Background: an optimization exercise with open tools, aiming at small area, a short achievable clock period and few clock cycles per item. Do not read the settings as production practice. Function was not checked in any run shown here: the RTL went through the layout flow alone. Power figures rest on the tool's default switching activity, not on a simulated workload.

==> flow/design.v, too long to show whole: its modules and the start of the top module <==
// module dsp_fa: 10 lines
// module dsp_ha: 9 lines
// module dsp_benc: 16 lines
// module dsp_xg: 10 lines
// module dsp_slice_top: 1930 lines
module dsp_slice_top (
    input  logic                 w_CLK,
    input  logic                 RSTALLCARRYIN,
    input  logic                 wb_cyc,
    input  logic                 wb_stb,
    input  logic [103:0]         wb_op,
    output logic                 wb_ack,
    output logic                 res_valid,
    output logic [52:0]          res,
    input  logic                 res_ready
);
  // ...
==> flow/flow/run.sh <==
#!/bin/bash
# The standard layout (standard.sh: the ORFS flow and synthesis), with
# the port buffers made of plain buffers instead of ORFS's default pick.
set -euo pipefail
export BUFFER_PORTS_ARGS="-buffer_cell sky130_fd_sc_hd__buf_2"
bash standard.sh > standard.log 2>&1
==> flow/standard.sh <==
#!/bin/bash
# synth_recipe.tcl (not shown) runs the flow's synth.tcl, then flattens the netlist and writes it again
# the make line also repeats each setting of config.mk as NAME=value (left out here)
make -C /OpenROAD-flow-scripts/flow DESIGN_CONFIG=/design/flow/config.mk WORK_HOME=/design/flow/orfs CLKGATE_MAP_FILE= SYNTH_SCRIPT=/design/flow/synth_recipe.tcl "${@:-finish}"
==> flow/config.mk <==
export PLATFORM = sky130hd
export DESIGN_NAME = dsp_slice_top
export DESIGN_NICKNAME = dsp_slice_top
export VERILOG_FILES = /design/flow/design.v
export SDC_FILE = /design/flow/constraint.sdc
export NUM_CORES = 4
export LEC_CHECK = 0
export CAP_MARGIN = 20
export CORE_MARGIN = 2
export CORE_UTILIZATION = 40
export SETUP_SLACK_MARGIN = 1.5
export SLEW_MARGIN = 20
export SYNTH_HIERARCHICAL = 1
export SYNTH_MINIMUM_KEEP_SIZE = 0
==> flow/constraint.sdc <==
create_clock -name core_clock -period 7.5 [get_ports {w_CLK}]
set_input_delay 1.5000 -clock core_clock [delete_from_list [all_inputs] [get_ports {w_CLK}]]
set_output_delay 1.5000 -clock core_clock [all_outputs]
set_load 0.01 [all_outputs]
==> impl_metrics.csv, run 1 <==
group,metric,value,unit
status,outcome,"complete, no violations",
clock_tree,post-cts-setup-buffers,0,
clock_tree,clk_pin_slew,70,ps
worst_hold_path,worstHoldPathType,"flop to flop",
critical_path,rrSetupSlack,1740,ps
placement,placed_area,0.02605,sq mm
critical_path,worstPathRequired,7770,ps
final_layout,fin_cells,3076,
route,first_pass_iters,6,
power_and_ir_drop,p_comb_share,69.6,%
worst_hold_path,hp-start,"s1_valid",
worst_hold_path,whs_endpoint,"res_valid",
power_and_ir_drop,p_int,0.006357,W
logic_synthesis,synthTopCellsByCount,"xnor2_1, fa_1, a22oi_1",
power_and_ir_drop,power_leader,"combinational logic",
logic_synthesis,synth_mux_area_share,0.04064,%
route,drt-initial-drc-count,2159,
placement,hpwl,57800,microns
logic_synthesis,yosys.area_share.simple,7.585,%
floorplan,die_area,0.06357,sq mm
timing,worst_pin_slew,1191,ps
critical_path,cp_top_family,"compound AO/OA/AOI/OAI gates",
route,avgViaCountPerCell,6.137,
critical_path,endpoint,"p_q[42]",
clock_tree,clk_latency,530,ps
floorplan,die_width,252.1,microns
grt,use_met1,36.75,%
clock_tree,cts_buffers,22,
timing,fin_crit_sh,76.81,%
final_layout,seqCellArea,0.006277,sq mm
final_layout,drive_gt1_share,12.07,%
final_layout,reg_top3,"q0: 50 flops, q1: 50 flops",
final_layout,multi_input_cells,1788,
timing,grt_setup_unrepaired,"true",
clock_tree,cts_hold_buffers,0,
timing,finalSetupViolations,0,
logic_synthesis,synth_top_area_share,26.58,%
placement,place.gp.congestion,0.9169,
critical_path,cpPeakStageDelay,520,ps
power_and_ir_drop,p_seq_share,21.6,%
power_and_ir_drop,p_per_area,465.3,mW/mm^2
==> inputs of run 2 (changes only) <==
--- a/flow/design.v
+++ b/flow/design.v
@@ -106,29 +106,30 @@
     input  logic                 wb_cyc,
     input  logic                 wb_stb,
     input  logic [103:0]         wb_op,
     output logic                 wb_ack,
     output logic                 res_valid,
     output logic [52:0]          res,
     input  logic                 res_ready
 );
+    logic [103:0] in_op;
     logic [29:0] a;
     logic [17:0] b;
     logic [47:0] c;
     logic [1:0]  x_sel, y_sel, z_sel;
     logic        sub, cin;
-    assign a     = wb_op[103:74];
-    assign b     = wb_op[73:56];
-    assign c     = wb_op[55:8];
-    assign x_sel = wb_op[7:6];
-    assign y_sel = wb_op[5:4];
-    assign z_sel = wb_op[3:2];
-    assign sub   = wb_op[1];
-    assign cin   = wb_op[0];
+    assign a     = in_op[103:74];
+    assign b     = in_op[73:56];
+    assign c     = in_op[55:8];
+    assign x_sel = in_op[7:6];
+    assign y_sel = in_op[5:4];
+    assign z_sel = in_op[3:2];
+    assign sub   = in_op[1];
+    assign cin   = in_op[0];
     logic [26:0] am;
     assign am = a[26:0];
     logic x_mult, x_ab, x_p, y_c, y_ones, z_p, z_c, z_sh;
     assign x_mult = (x_sel == 2'd1);
     assign x_p    = (x_sel == 2'd2);
     assign x_ab   = (x_sel == 2'd3);
     assign y_c    = (y_sel == 2'd1);
     assign y_ones = (y_sel == 2'd2);
@@ -142,26 +143,34 @@
     assign k48   = sub ? ~(neg_m | x_neg) : neg_m;
     logic [47:0] ab, xab, yrow, zrow;
     assign ab = {a, b};
     for (genvar g = 0; g < 6; g++) begin : g_x
         dsp_xg u_xg (.x_sel(x_sel), .sub(sub), .ab(ab[8*g +: 8]), .x(xab[8*g +: 8]));
     end
     assign yrow = ({48{y_c}} & c | {48{y_ones}}) ^ {48{sub}};
     assign zrow = {48{z_c}} & c;
-    logic s1_valid, s1_adv, s1_free, accept;
+    logic sa_valid, sa_free, s1_valid, s1_adv, s1_free, accept;
     assign s1_adv  = s1_valid & (~res_valid | res_ready);
     assign s1_free = ~s1_valid | ~res_valid | res_ready;
-    assign accept  = wb_cyc & wb_stb & s1_free;
+    assign sa_free = ~sa_valid | s1_free;
+    assign accept  = wb_cyc & wb_stb & sa_free;
     assign wb_ack  = accept;
     always_ff @(posedge w_CLK) begin
         if (RSTALLCARRYIN) begin
+            sa_valid <= 1'b0;
             s1_valid <= 1'b0;
-        end else if (s1_free) begin
-            s1_valid <= accept;
+        end else begin
+            if (sa_free) sa_valid <= accept;
+            if (s1_free) s1_valid <= sa_valid;
+        end
+    end
+    always_ff @(posedge w_CLK) begin
+        if (sa_free) begin
+            in_op <= wb_op;
         end
     end
     logic bo0;
     logic bt0;
     logic bn0;
     logic pp1;
     logic pm2;
     logic pp3;
==> flow/config.mk (replaced) <==
export PLATFORM = sky130hd
export DESIGN_NAME = dsp_slice_top
export DESIGN_NICKNAME = dsp_slice_top
export VERILOG_FILES = /design/flow/design.v
export SDC_FILE = /design/flow/constraint.sdc
export NUM_CORES = 4
export LEC_CHECK = 0
export CAP_MARGIN = 20
export CORE_MARGIN = 2
export CORE_UTILIZATION = 40
export SETUP_SLACK_MARGIN = 2.0
export SLEW_MARGIN = 20
export SYNTH_HIERARCHICAL = 1
export SYNTH_MINIMUM_KEEP_SIZE = 0
==> impl_metrics.csv, run 2 <==
group,metric,value,unit
power_and_ir_drop,p_leak,11.77,nW
grt,track_usage,24.19,%
logic_synthesis,ys_ff_latch,315,
grt,grt_pass1_vias,20060,
floorplan,fp.dieH,267.5,microns
status,outcome,"complete, no violations",
grt,gr-total-overflow,0,
power_and_ir_drop,swShare,46.39,%
clock_tree,cts_hold_buffers,0,
route,wl,85970,microns
placement,place.gp.congestion,0.9114,
clock_tree,root_buffer,"clkbuf_16",
critical_path,path_cells,"nor2b_4, and2_1, a221o_1, fa_1, fa_1, ha_1, a21oi_1, o21ai_0, a21oi_1, o211ai_1, a211oi_1, o221ai_1, mux2i_1, and3_1",
route,antenna_left,0,
logic_synthesis,yosys-top-cells-area,"edfxtp_1, fa_1, xnor2_1",
critical_path,rrSetupSlack,2170,ps
placement,portBuffers,163,
critical_path,rr_worst_depth,14,
worst_hold_path,worstHoldPathType,"flop to flop",
clock_tree,clk_latency,580,ps
timing,fmax,187.6,MHz
logic_synthesis,synth_area,0.02777,sq mm
clock_tree,cts_tree,"done",
grt,antenna_found_initial,0,
clock_tree,clk_pin_slew,70,ps
power_and_ir_drop,p_per_area,440.2,mW/mm^2
timing,finalSetupViolations,0,
final_layout,fin_cells,3387,
logic_synthesis,synth_most_common_cell,"xnor2_1",
critical_path,regToRegEndpoint,"co_q",
route,dr_total_vias,19580,
floorplan,initial_utilization,40.42,%
final_layout,top_register,"in_op",
placement,placed_area,0.02940,sq mm
critical_path,worst-setup-path-type,"flop to flop",
power_and_ir_drop,ir_drop,0.2249,mV
clock_tree,cts_buffer_depth,3,
critical_path,cp_top_family,"compound AO/OA/AOI/OAI gates",
logic_synthesis,synth.distinct_cells,69,
logic_synthesis,seq_area_frac_synth,33.92,%
route,post-route-drc-count,0,
critical_path,startpoint,"q_zsh",
critical_path,cpPeakStageDelay,720,ps
critical_path,cpMaxStageDelayCell,"and2_1",
logic_synthesis,synth_edf_count,311,
logic_synthesis,synth_area_leader_cell,"edfxtp_1",
timing,finClkSkew,29.28,ps
floorplan,coreArea,0.06871,sq mm
logic_synthesis,syn_inst,2383,
logic_synthesis,synth_top_area_share,33.63,%
logic_synthesis,synth.avg_cell_area,11.65,sq um
critical_path,startpoint_type,"flop",
critical_path,endpoint,"co_q",
floorplan,ios,164,
critical_path,cp_max_fo,18,
grt,grt_pass1_wl,130300,microns
critical_path,cp_num_cells,14,
power_and_ir_drop,p_int,0.007265,W
final_layout,postLayoutCellArea,0.03078,sq mm
final_layout,mostFrequentLayoutCells,"xnor2_1, fa_1, edfxtp_1, a22oi_1, a21oi_1",
clock_tree,htree_levels,2,
route,avgViaCountPerCell,5.782,
route,drt-initial-drc-count,2318,
placement,hpwl,62260,microns
critical_path,worstReg2RegStart,"q_zsh",
final_layout,fillers,6413,
placement,pre_cts_slack,1745,ps
timing,fin_setup_tns,0,ps
timing,slew_headroom,30.76,%
final_layout,multiInputGateArea,0.01747,sq mm
critical_path,worstPathRequired,7830,ps
critical_path,endpoint_kind,"flop",
critical_path,cp_data_arrival_time,5660,ps
logic_synthesis,synthFlopType,"edfxtp_1",
final_layout,final_common_cell,"xnor2_1",
floorplan,std_cell_rows,96,
power_and_ir_drop,p_seq_share,24.1,%
timing,hold_viol,0,
power_and_ir_drop,p_comb_share,61.8,%
logic_synthesis,yosysWarnings,7,
timing,worst_pin_slew,1036,ps
final_layout,reg_top3,"in_op: 104 flops, q0: 50 flops, q1: 50 flops",
timing,slew_violations,0,
power_and_ir_drop,clock_power_share,14.0,%
logic_synthesis,synthTopCellsByCount,"xnor2_1, fa_1, edfxtp_1",
floorplan,die_area,0.07154,sq mm
floorplan,die_width,267.5,microns
clock_tree,cts_sinks,315,
grt,grt_start_max_net_pins,83,
logic_synthesis,synthArstFlopShare,0,%
final_layout,drive_gt1_share,12.96,%
final_layout,final_nets,2932,
final_layout,areaGrowthSynthToFinish,10.86,%
final_layout,largest_reg_flops,104,
clock_tree,cts_buffers,39,
critical_path,cp_num_buf_inv,0,
timing,layout_setup_ws,2170,ps
timing,grt_setup_unrepaired,"true",
timing,fin_crit_sh,71.07,%
route,first_pass_iters,9,
route,routedWlPerCell,25.38,microns
placement,place_inst,3309,
power_and_ir_drop,total_power,0.01355,W
run,max_cap_viol_count,0,
final_layout,seqCellArea,0.009420,sq mm
timing,fin_crit,5330,ps
power_and_ir_drop,p_switching,0.006286,W
==> run 2: metrics by stage <==
step / hold WS (ps) / utilization (%)
floorplan: 400.3 / -
global placement: 404.0 / 42.75
detailed placement: 405.1 / 42.80
CTS: 418.8 / 44.65
global route: 423.6 / 44.80
finish: 416.2 / 44.81
==> run 2: routing by layer <==
metal / track usage (%) / routed length (microns) / vias to the layer above
met1: 35.40 / 38570 / 9977
met3: 4.744 / 7338 / 91
met2: 36.88 / 38290 / 925
li1: - / - / 8590
met5: 0 / 0 / -
met4: 5.904 / 1764 / 0
==> run 2: cells by family after synthesis <==
logic type                 Yosys count  synth area share, %
and+or+nand+nor                    365                6.872
buffers and inverters              273                3.907
AOI/OAI and AO/OA                  619                15.50
DFF                                315                33.92
muxes                                1              0.03605
other                                1              0.01350
xor gates and xnor gates           410                12.93
adders and majority gates          399                26.82
==> run 2: final cells by class <==
type	count	area share, %
multi-input cells	1797	56.75
inverters	60	0.7397
clock inverters	28	0.8860
repair buffers	211	4.003
flip-flops and latches	315	30.60
clock buffers	43	3.219
diodes	2	0.01626
well taps	931	3.784
==> run 2: how the worst min path moves through the flow <==
stage	start	to	slack [ps]	cells after the start
floorplan	in_op[8]	q_c[0]	400	0
global placement	in_op[12]	q_c[4]	400	0
detailed placement	in_op[37]	q_c[29]	410	0
CTS	in_op[39]	q_c[31]	420	0
global route	in_op[39]	q_c[31]	420	0
finish	in_op[39]	q_c[31]	420	0
==> run 2: power groups by stage <==
| stage | Sequential, W | Clock, W | Combinational, W |
|---|---|---|---|
| finish | 0.00327 | 0.00190 | 0.00838 |
| global placement | 0.00331 | 0 | 0.00815 |
| detailed placement | 0.00331 | 0 | 0.00818 |
| CTS | 0.00328 | 0.00196 | 0.00822 |
| floorplan | 0.00302 | 0 | 0.00594 |
| global route | 0.00331 | 0.00202 | 0.00929 |
==> run 2: repair_timing <==
item	4_1_cts	5_1_grt
resized for setup	3	13
buffers inserted	0	4
setup endpoints to repair	11	14
pin swaps	0	1
gates cloned	0	0
==> run 2: worst reg2reg max path, cell delays in order (launching register included) <==
cell and delay, ps:
edfxtp_1 500, nor2b_4 580, and2_1 720, a221o_1 250
fa_1 410, fa_1 450, ha_1 370, a21oi_1 250
o21ai_0 220, a21oi_1 210, o211ai_1 120, a211oi_1 460
o221ai_1 230, mux2i_1 150, and3_1 180
==> run 2: Yosys stat by module, one instance, submodules excluded <==
module	area (sq um)	copies in the design	cells	flip-flops and latches
dsp_slice_top	19820	1	1856	315
dsp_xg	115.1	6	18	0
dsp_ha	12.51	21	1	0
dsp_benc	52.55	9	8	0
dsp_fa	20.02	326	1	0

## port drivers added, routing unchanged
In the flow no input, the clock included, has a driving cell. The finished layouts below were timed again as built, in two steps. Step 1: set_driving_cell puts a clkbuf_16 on w_CLK and a buf_2 on each other input, an assumption about the parent block. Step 2 moves the port delays by t, midway between the first and last clock arrival at a register: inputs arrive t later, outputs are due t later. That takes back most of the time a late clock gives input paths. Slacks: no drivers / after step 1 / after step 2; pairs: no drivers / after step 1.
| run | t, ns | setup WS [ns] | worst register clock-pin slew, ns |
|---|---|---|---|
| run 1 | 0.581 | 1.740 / 1.740 / 1.546 | 0.07 / 0.07 |
| run 2 | 0.620 | 2.170 / 2.170 / 2.170 | 0.07 / 0.07 |
After both steps setup and hold are still met in every run listed. The setup slack of run 1, which loses most, moves by 0.000 ns with the drivers and by -0.194 ns with both steps.
